From an optimization exercise on the open Yosys and OpenROAD flow, aimed at small area, a short achievable clock period and few clock cycles; shortcuts taken in it are not production practice.
At most, simulation tests tie the RTL to the original design; equivalence was not proved.
Power and IR drop assume default switching activity.

## sgd_dot_product
module sgd_dot_product (
    input  logic                             clk,
    input  logic                             rst_n,
    input  logic                             started,
    input  logic [sgd_pkg::CFG_W-1:0]        number_of_epochs,
    input  logic [sgd_pkg::CFG_W-1:0]        number_of_samples,
    input  logic [sgd_pkg::CFG_W-1:0]        dimension,
    input  logic [sgd_pkg::CFG_W-1:0]        number_of_bits,
    input  logic [sgd_pkg::A_WORD_W-1:0]     dispatch_axb_a_data,
    input  logic                             dispatch_axb_a_wr_en,
    output logic                             dispatch_axb_a_almost_full,
    input  logic [sgd_pkg::CREDIT_W-1:0]     x_wr_credit_counter,
    output logic [sgd_pkg::X_ADDR_W-1:0]     x_rd_addr,
    input  logic [sgd_pkg::X_WORD_W-1:0]     x_rd_data,
    output logic [sgd_pkg::NUM_BANKS*sgd_pkg::DOT_W-1:0] dot_product,   
    output logic [sgd_pkg::NUM_BANKS-1:0]    dot_product_valid
);
    logic                  accept;
    logic [BIT_IDX_W-1:0]  word_bit;
    logic                  word_first;
    logic                  word_last;
    logic [BIT_IDX_W-1:0]  bit_q   [2];
    logic                  first_q [3];
    logic                  last_q  [STAGES+1];
    logic                  out_valid;
    dot_control u_ctrl (
        .clk                 (clk),
        .rst_n               (rst_n),
        .started             (started),
        .number_of_epochs    (number_of_epochs),
        .number_of_samples   (number_of_samples),
        .dimension           (dimension),
        .number_of_bits      (number_of_bits),
        .x_wr_credit_counter (x_wr_credit_counter),
        .wr_en               (dispatch_axb_a_wr_en),
  ...
Size: roughly 4,100 cells after synthesis, roughly 490 I/O pins, about 0.039 mm^2 of cells after synthesis.
==> flow/config.mk <==
export PLATFORM = sky130hd
export DESIGN_NAME = sgd_dot_product
export DESIGN_NICKNAME = sgd_dot_product
export VERILOG_FILES = /design/flow/design.v
export SDC_FILE = /design/flow/constraint.sdc
export NUM_CORES = 4
export LEC_CHECK = 0
export CAP_MARGIN = 0
export CORE_MARGIN = 2
export CORE_UTILIZATION = 50
export CTS_BUF_LIST = sky130_fd_sc_hd__clkbuf_8
export CTS_CLUSTER_SIZE = 30
export SETUP_SLACK_MARGIN = 2.6
export SLEW_MARGIN = 0
export SYNTH_HIERARCHICAL = 1
export SYNTH_MINIMUM_KEEP_SIZE = 0
export BUFFER_PORTS_ARGS = -buffer_cell sky130_fd_sc_hd__buf_1
==> flow/constraint.sdc <==
create_clock -name core_clock -period 5.0 [get_ports {clk}]
set_input_delay 1.0000 -clock core_clock [delete_from_list [all_inputs] [get_ports {clk}]]
set_output_delay 1.0000 -clock core_clock [all_outputs]
set_load 0.01 [all_outputs]
standard.sh (not shown) runs the stock make flow with config.mk's settings and CLKGATE_MAP_FILE= SYNTH_SCRIPT=/design/flow/synth_recipe.tcl, a recipe that flattens the netlist after the stock synthesis.
==> flow/flow/run.sh <==
#!/bin/bash
# The standard layout (standard.sh, the standard flow's own ORFS flow), except that
# the port buffers are the plain sky130_fd_sc_hd__buf_1 rather than the
# buffer_ports default (a delay buffer); every port still gets one.
set -euo pipefail
echo 'export BUFFER_PORTS_ARGS = -buffer_cell sky130_fd_sc_hd__buf_1' >> config.mk
export BUFFER_PORTS_ARGS="-buffer_cell sky130_fd_sc_hd__buf_1"
cp standard.sh standard_sh.txt
bash standard.sh > standard.log 2>&1
The baseline went through all stages and came out clean.
Testbench counts at the start, summed over its fixed seeds: cycles 30,616.
Then changed:
- CAP_MARGIN: 0 -> 20
- CTS_CLUSTER_SIZE: 30 -> not set
- SLEW_MARGIN: 0 -> 20
Effect: The new run completed without violations; worst setup slack stays the same; flip-flop and latch count stays the same; routed wire length stays the same; design area stays the same; non-clock buffer count does not change; sequential share of layout area does not change; fmax does not change; synthesized area does not change; total power stays the same; via count does not change.

---

Another version of the RTL of sgd_dot_product (not shown whole).
For scale: roughly 3900 cells after synthesis, about 490 I/O pins.
==> flow/config.mk <==
export PLATFORM = sky130hd
export DESIGN_NAME = sgd_dot_product
export DESIGN_NICKNAME = sgd_dot_product
export VERILOG_FILES = /design/flow/design.v
export SDC_FILE = /design/flow/constraint.sdc
export NUM_CORES = 4
export LEC_CHECK = 0
export CAP_MARGIN = 20
export CORE_MARGIN = 2
export CORE_UTILIZATION = 50
export CTS_BUF_LIST = sky130_fd_sc_hd__clkbuf_8
export CTS_CLUSTER_SIZE = 30
export SETUP_SLACK_MARGIN = 2.7
export SLEW_MARGIN = 20
export SYNTH_HIERARCHICAL = 1
export SYNTH_MINIMUM_KEEP_SIZE = 0
export BUFFER_PORTS_ARGS = -buffer_cell sky130_fd_sc_hd__buf_1
==> flow/constraint.sdc <==
create_clock -name core_clock -period 5.0 [get_ports {clk}]
set_input_delay 1.0000 -clock core_clock [delete_from_list [all_inputs] [get_ports {clk}]]
set_output_delay 1.0000 -clock core_clock [all_outputs]
set_load 0.01 [all_outputs]
Scripts as last shown in full above: flow/flow/run.sh
Then changed:
- SETUP_SLACK_MARGIN: 2.7 -> 2.6
After rerunning:
- cell area decreases by a few percent
- synthesized area is unchanged
- routed wire length goes down by a few percent
- count of clock-buffer cells in the layout shrinks by 6
- critical path depth is unchanged
- global-route usage went down by 0.36 points
- final cell count decreases slightly
- worst setup slack gains 0.046 ns
- sequential power decreases slightly
- non-clock buffer count went down by 93
- die area does not change
No run of this note included a check of the RTL's function; only the layout flow was run.

---

RTL: one of the versions met above, not the one the previous note started from.
Size: roughly 4,100 cells after synthesis, about 570 flip-flops, roughly 39,000 um2 of cells after synthesis.
clock: 5.0 ns
lec_check: 0
cap_margin: 20
core_margin: 2
core_utilization: 50
cts_buf_list: sky130_fd_sc_hd__clkbuf_4 sky130_fd_sc_hd__clkbuf_8
cts_cluster_size: 30
setup_slack_margin: 2.6
slew_margin: 20
synth_hierarchical: 1
synth_minimum_keep_size: 0
buffer_ports_args: -buffer_cell sky130_fd_sc_hd__buf_1
Scripts as last shown in full above: flow/flow/run.sh
Testbench counts at the start, summed over its fixed seeds: cycles 30,616.
Rerun with:
- CTS_BUF_LIST: sky130_fd_sc_hd__clkbuf_4 sky130_fd_sc_hd__clkbuf_8 -> sky130_fd_sc_hd__clkbuf_8
- SETUP_SLACK_MARGIN: 2.6 -> 2.9
Combinational power goes up by well over a third.
Clock skew rose by 0.013 ns.
Sequential cell count is unchanged.
Rerun with:
- SETUP_SLACK_MARGIN: 2.9 -> 2.75
The new run produced a clean layout. Via count drops by 5.0%. Fmax grows by 3.2%. Synthesized area does not change. Cell area falls by 11%.
Rerun with:
- SETUP_SLACK_MARGIN: 2.75 -> 2.65
Effect: Die area is unchanged; via count drops by 2.1%; synthesized area does not change; fmax drops by 2.9%; design area drops by 3.7%; core utilization drops by 2.3 points; cell count drops by 1.6%; power drops by 2.1%; first-iteration DRC count drops by 4.6%.

---

Starting RTL as in the previous note.
==> flow/config.mk <==
export PLATFORM = sky130hd
export DESIGN_NAME = sgd_dot_product
export DESIGN_NICKNAME = sgd_dot_product
export VERILOG_FILES = /design/flow/design.v
export SDC_FILE = /design/flow/constraint.sdc
export NUM_CORES = 4
export LEC_CHECK = 0
export CAP_MARGIN = 20
export CORE_MARGIN = 2
export CORE_UTILIZATION = 50
export CTS_BUF_LIST = sky130_fd_sc_hd__clkbuf_8
export CTS_CLUSTER_SIZE = 30
export PLACE_DENSITY = 0.75
export SETUP_SLACK_MARGIN = 2.6
export SLEW_MARGIN = 20
export SYNTH_HIERARCHICAL = 1
export SYNTH_MINIMUM_KEEP_SIZE = 0
export BUFFER_PORTS_ARGS = -buffer_cell sky130_fd_sc_hd__buf_1
==> flow/constraint.sdc <==
create_clock -name core_clock -period 5.0 [get_ports {clk}]
set_input_delay 1.0000 -clock core_clock [delete_from_list [all_inputs] [get_ports {clk}]]
set_output_delay 1.0000 -clock core_clock [all_outputs]
set_load 0.01 [all_outputs]
Scripts as last shown in full above: flow/flow/run.sh
The first run completed without violations.
Testbench counts at the start, summed over its fixed seeds: cycles 30,616.
==> next run, changes <==
Settings changed: CAP_MARGIN 20 to 10, PLACE_DENSITY 0.75 to default, SLEW_MARGIN 20 to 10.
The new run ran to the end with no violations.
Die area is unchanged.
Clock skew came out lower by 0.014 ns.
Area after synthesis is unchanged.
Wire length came out lower by 0.76%.
Hold slack is better by 0.0061 ns.
Flip-flop and latch count does not change.
==> next run, changes <==
Settings changed: CAP_MARGIN 10 to 20, SLEW_MARGIN 10 to 20.
What happened:
- The new run produced a clean layout
- via count is unchanged
- non-clock buffer count is unchanged
- final area stays the same
- total power does not change
- global-route usage does not change
- combinational power is about the same
- routed wire length is unchanged
- die area stays the same
- hold slack is unchanged
- clock skew does not change
- critical path depth stays the same

---

sgd_dot_product, a different RTL version from the one above (not shown whole).
Size in the first run: about 570 flip-flops, about 490 I/O pins, about 39,000 um2 of cells after synthesis.
export LEC_CHECK = 0
export CAP_MARGIN = 20
export CORE_MARGIN = 2
export CORE_UTILIZATION = 50
export CTS_BUF_LIST = sky130_fd_sc_hd__clkbuf_8
export CTS_CLUSTER_SIZE = 30
export SETUP_SLACK_MARGIN = 3.0
export SLEW_MARGIN = 20
export SYNTH_HIERARCHICAL = 1
export SYNTH_MINIMUM_KEEP_SIZE = 0
export BUFFER_PORTS_ARGS = -buffer_cell sky130_fd_sc_hd__buf_1
create_clock -name core_clock -period 5.0 [get_ports {clk}]
Scripts as last shown in full above: flow/flow/run.sh
The first run passed the timing, DRC and antenna checks.
Change:
SETUP_SLACK_MARGIN = 2.5   (was 3.0)
=> The changed run finished clean; non-clock buffer count is lower by 419; wire length is lower by 13%; final area shrinks by 19%; fmax decreases by 3.7%; setup slack got worse by 0.094 ns; final cell count fell by 7.0%.
Change:
SETUP_SLACK_MARGIN = 2.0   (was 2.5)
Effect: Synthesized cell count stays the same; combinational power came out lower by 3.6%; maximum frequency came out lower by 9.0%; total power came out lower by 3.3%; clock power came out lower by 6.2%; routed wire length came out lower by 1.2%.
No functional check of the RTL was part of any run of this note.

---

sgd_dot_product, a different RTL version from the one above (not shown whole).
For scale: roughly 3700 cells after synthesis, roughly 570 flip-flops, about 490 I/O pins.
Settings: LEC_CHECK=0, CAP_MARGIN=20, CORE_MARGIN=2, CORE_UTILIZATION=50, CTS_BUF_LIST=sky130_fd_sc_hd__clkbuf_8, CTS_CLUSTER_SIZE=30, SETUP_SLACK_MARGIN=2.5, SLEW_MARGIN=20, SYNTH_HIERARCHICAL=1, SYNTH_MINIMUM_KEEP_SIZE=0, BUFFER_PORTS_ARGS=-buffer_cell sky130_fd_sc_hd__buf_1; clock period 5.0 ns.
Scripts as last shown in full above: flow/flow/run.sh
Edit:
Settings changed: SETUP_SLACK_MARGIN 2.5 to 2.75.
=> The changed run passed the timing, DRC and antenna checks; register-to-register slack gets worse by 20 ps; final area grows by 8.8%; routed wire length grows by 5.7%; die area is unchanged; setup slack gets worse by 23 ps; fmax shrinks by 0.85%.
No run of this note included a check of the RTL's function; only the layout flow was run.

---

Setup of rev 12:
sgd_dot_product with an RTL version that a note above also has.
Size: ~4100 cells after synthesis, roughly 570 flip-flops, about 490 I/O pins, about 0.039 mm² of cells after synthesis.
Settings: LEC_CHECK=0, CAP_MARGIN=20, CORE_MARGIN=2, CORE_UTILIZATION=60, CTS_BUF_LIST=sky130_fd_sc_hd__clkbuf_8, CTS_CLUSTER_SIZE=30, SETUP_SLACK_MARGIN=2.75, SLEW_MARGIN=20, SYNTH_HIERARCHICAL=1, SYNTH_MINIMUM_KEEP_SIZE=0, BUFFER_PORTS_ARGS=-buffer_cell sky130_fd_sc_hd__buf_1; clock period 5.0 ns.
Scripts as last shown in full above: flow/flow/run.sh
[inputs] rev 13 vs rev 12
Settings: CORE_UTILIZATION now 50, was 60.
Results
When rev 13 is measured against rev 12, its combinational group share of total power turns out 0.5 points higher. Run comparison: rev 12 origin of the worst setup path g_bank[1].u_bank.term_first$_DFF_P_; rev 13 origin of the worst setup path g_bank[1].u_bank.s5_q[2]$_DFF_P_. Timing endpoint of the critical path = g_bank[1].u_bank.acc[33]$_DFF_P_: rev 12; timing endpoint of the critical path = g_bank[1].u_bank.sum_n_q[31]$_DFF_P_: rev 13. Clock skew ended up 18 ps lower on rev 13 than on rev 12. Comparing sum of internal, switching and leakage power for rev 12 and rev 13, the bigger number came from rev 12. Rev 12 vs rev 13, highest signal layer in the routed design: met4 vs met5. Cmp rev 13 vs rev 12: post-route core utilization lower in rev 13. Rev 13 vs. rev 12: number of sequential storage elements ~0 delta; parity-gate share of the synthesized area counting xor and xnor cells was more or less identical; post-route cell area level; register-to-register slack climbed 20 ps. Relative to rev 12, fmax increased by 0.0028 GHz in rev 13.
No run of this note included a check of the RTL's function; only the layout flow was run.

---

sgd_dot_product, a different RTL version from the one above (not shown whole).
Size in the first run: ~500 flip-flops, ~490 I/O pins.
## sgd_dot_product
module sgd_dot_product (
    input  logic                             clk,
    input  logic                             rst_n,
    input  logic                             started,
    input  logic [sgd_pkg::CFG_W-1:0]        number_of_epochs,
    input  logic [sgd_pkg::CFG_W-1:0]        number_of_samples,
    input  logic [sgd_pkg::CFG_W-1:0]        dimension,
    input  logic [sgd_pkg::CFG_W-1:0]        number_of_bits,
    input  logic [sgd_pkg::A_WORD_W-1:0]     dispatch_axb_a_data,
    input  logic                             dispatch_axb_a_wr_en,
    output logic                             dispatch_axb_a_almost_full,
    input  logic [sgd_pkg::CREDIT_W-1:0]     x_wr_credit_counter,
    output logic [sgd_pkg::X_ADDR_W-1:0]     x_rd_addr,
    input  logic [sgd_pkg::X_WORD_W-1:0]     x_rd_data,
    output logic [sgd_pkg::NUM_BANKS*sgd_pkg::DOT_W-1:0] dot_product,   
    output logic [sgd_pkg::NUM_BANKS-1:0]    dot_product_valid
);
  ...
==> flow/config.mk <==
export PLATFORM = sky130hd
export DESIGN_NAME = sgd_dot_product
export DESIGN_NICKNAME = sgd_dot_product
export VERILOG_FILES = /design/flow/design.v
export SDC_FILE = /design/flow/constraint.sdc
export NUM_CORES = 4
export LEC_CHECK = 0
export CAP_MARGIN = 20
export CORE_MARGIN = 2
export CORE_UTILIZATION = 50
export CTS_BUF_LIST = sky130_fd_sc_hd__clkbuf_8
export CTS_CLUSTER_SIZE = 30
export SETUP_SLACK_MARGIN = 2.5
export SLEW_MARGIN = 20
export SYNTH_HIERARCHICAL = 1
export SYNTH_MINIMUM_KEEP_SIZE = 0
export BUFFER_PORTS_ARGS = -buffer_cell sky130_fd_sc_hd__buf_1
==> flow/constraint.sdc <==
create_clock -name core_clock -period 5.0 [get_ports {clk}]
set_input_delay 1.0000 -clock core_clock [delete_from_list [all_inputs] [get_ports {clk}]]
set_output_delay 1.0000 -clock core_clock [all_outputs]
set_load 0.01 [all_outputs]
Scripts as last shown in full above: flow/flow/run.sh
The starting point finished clean.
Edit:
--- a/flow/config.mk
+++ b/flow/config.mk
@@ -13 +13 @@
-export SETUP_SLACK_MARGIN = 2.5
+export SETUP_SLACK_MARGIN = 2.25
Outcome:
- The changed run finished with timing, DRC and antenna clean
- final area goes down by 4.3%
- utilization goes down by 2.7 points
- sequential cell count does not change
- total power goes down by 4.9%
- count of clock-buffer cells in the layout goes up by 8
- routed wire length goes down by 3.2%
- clock skew goes down by 0.026 ns
No functional check of the RTL was part of any run of this note.

## what the ideal ports hide
The results above use ideal ports. As a check the final layouts listed here were re-extracted and re-timed, cells and wires unchanged. Step 1 sets driving cells, clkbuf_16 on the clock port and buf_2 on the other inputs (assumed; they add their load-dependent delay and slew). Step 2 times the ports against the registers' clock, not the clock port: input delays grow and output delays shrink by t, the midpoint of the rising clock arrivals with the driver on. Three values: ideal, step 1, step 2; two values: the first two.
run | t (ns) | setup slack, ns | worst setup path at the end
the first run of note 1 | 0.762 | 2.613 / 2.613 / 1.933 | input to register
the second run of note 1 | 0.762 | 2.613 / 2.613 / 1.933 | input to register
the first run of note 2 | 0.767 | 2.515 / 2.515 / 1.976 | input to register
the second run of note 2 | 0.762 | 2.561 / 2.561 / 1.896 | input to register
the first run of note 3 | 0.764 | 2.614 / 2.612 / 1.931 | input to register
the second run of note 3 | 0.779 | 2.548 / 2.548 / 1.974 | input to register
the third run of note 3 | 0.778 | 2.625 / 2.625 / 1.972 | input to register
the fourth run of note 3 | 0.754 | 2.554 / 2.554 / 2.003 | input to register
the first run of note 4 | 0.776 | 2.494 / 2.494 / 1.904 | input to register
the second run of note 4 | 0.762 | 2.613 / 2.613 / 1.933 | input to register
the third run of note 4 | 0.762 | 2.613 / 2.613 / 1.933 | input to register
the first run of note 5 | 0.760 | 2.537 / 2.537 / 1.960 | input to register
the second run of note 5 | 0.770 | 2.443 / 2.443 / 1.947 | input to register
the third run of note 5 | 0.769 | 2.191 / 2.191 / 1.851 | input to register
the first run of note 6 | 0.743 | 2.330 / 2.330 / 1.941 | input to register
the second run of note 6 | 0.756 | 2.307 / 2.307 / 2.000 | input to register
rev 12 | 0.770 | 2.609 / 2.609 / 1.966 | input to register
rev 13 | 0.778 | 2.625 / 2.625 / 1.972 | input to register
the first run of note 8 | 0.744 | 1.973 / 1.973 / 1.463 | input to register
the second run of note 8 | 0.736 | 2.059 / 2.059 / 1.525 | input to register
After both steps every run listed still meets setup and hold. The setup slack of the first run of note 3, which loses most, moves by -0.002 ns with the drivers and by -0.683 ns with both steps.
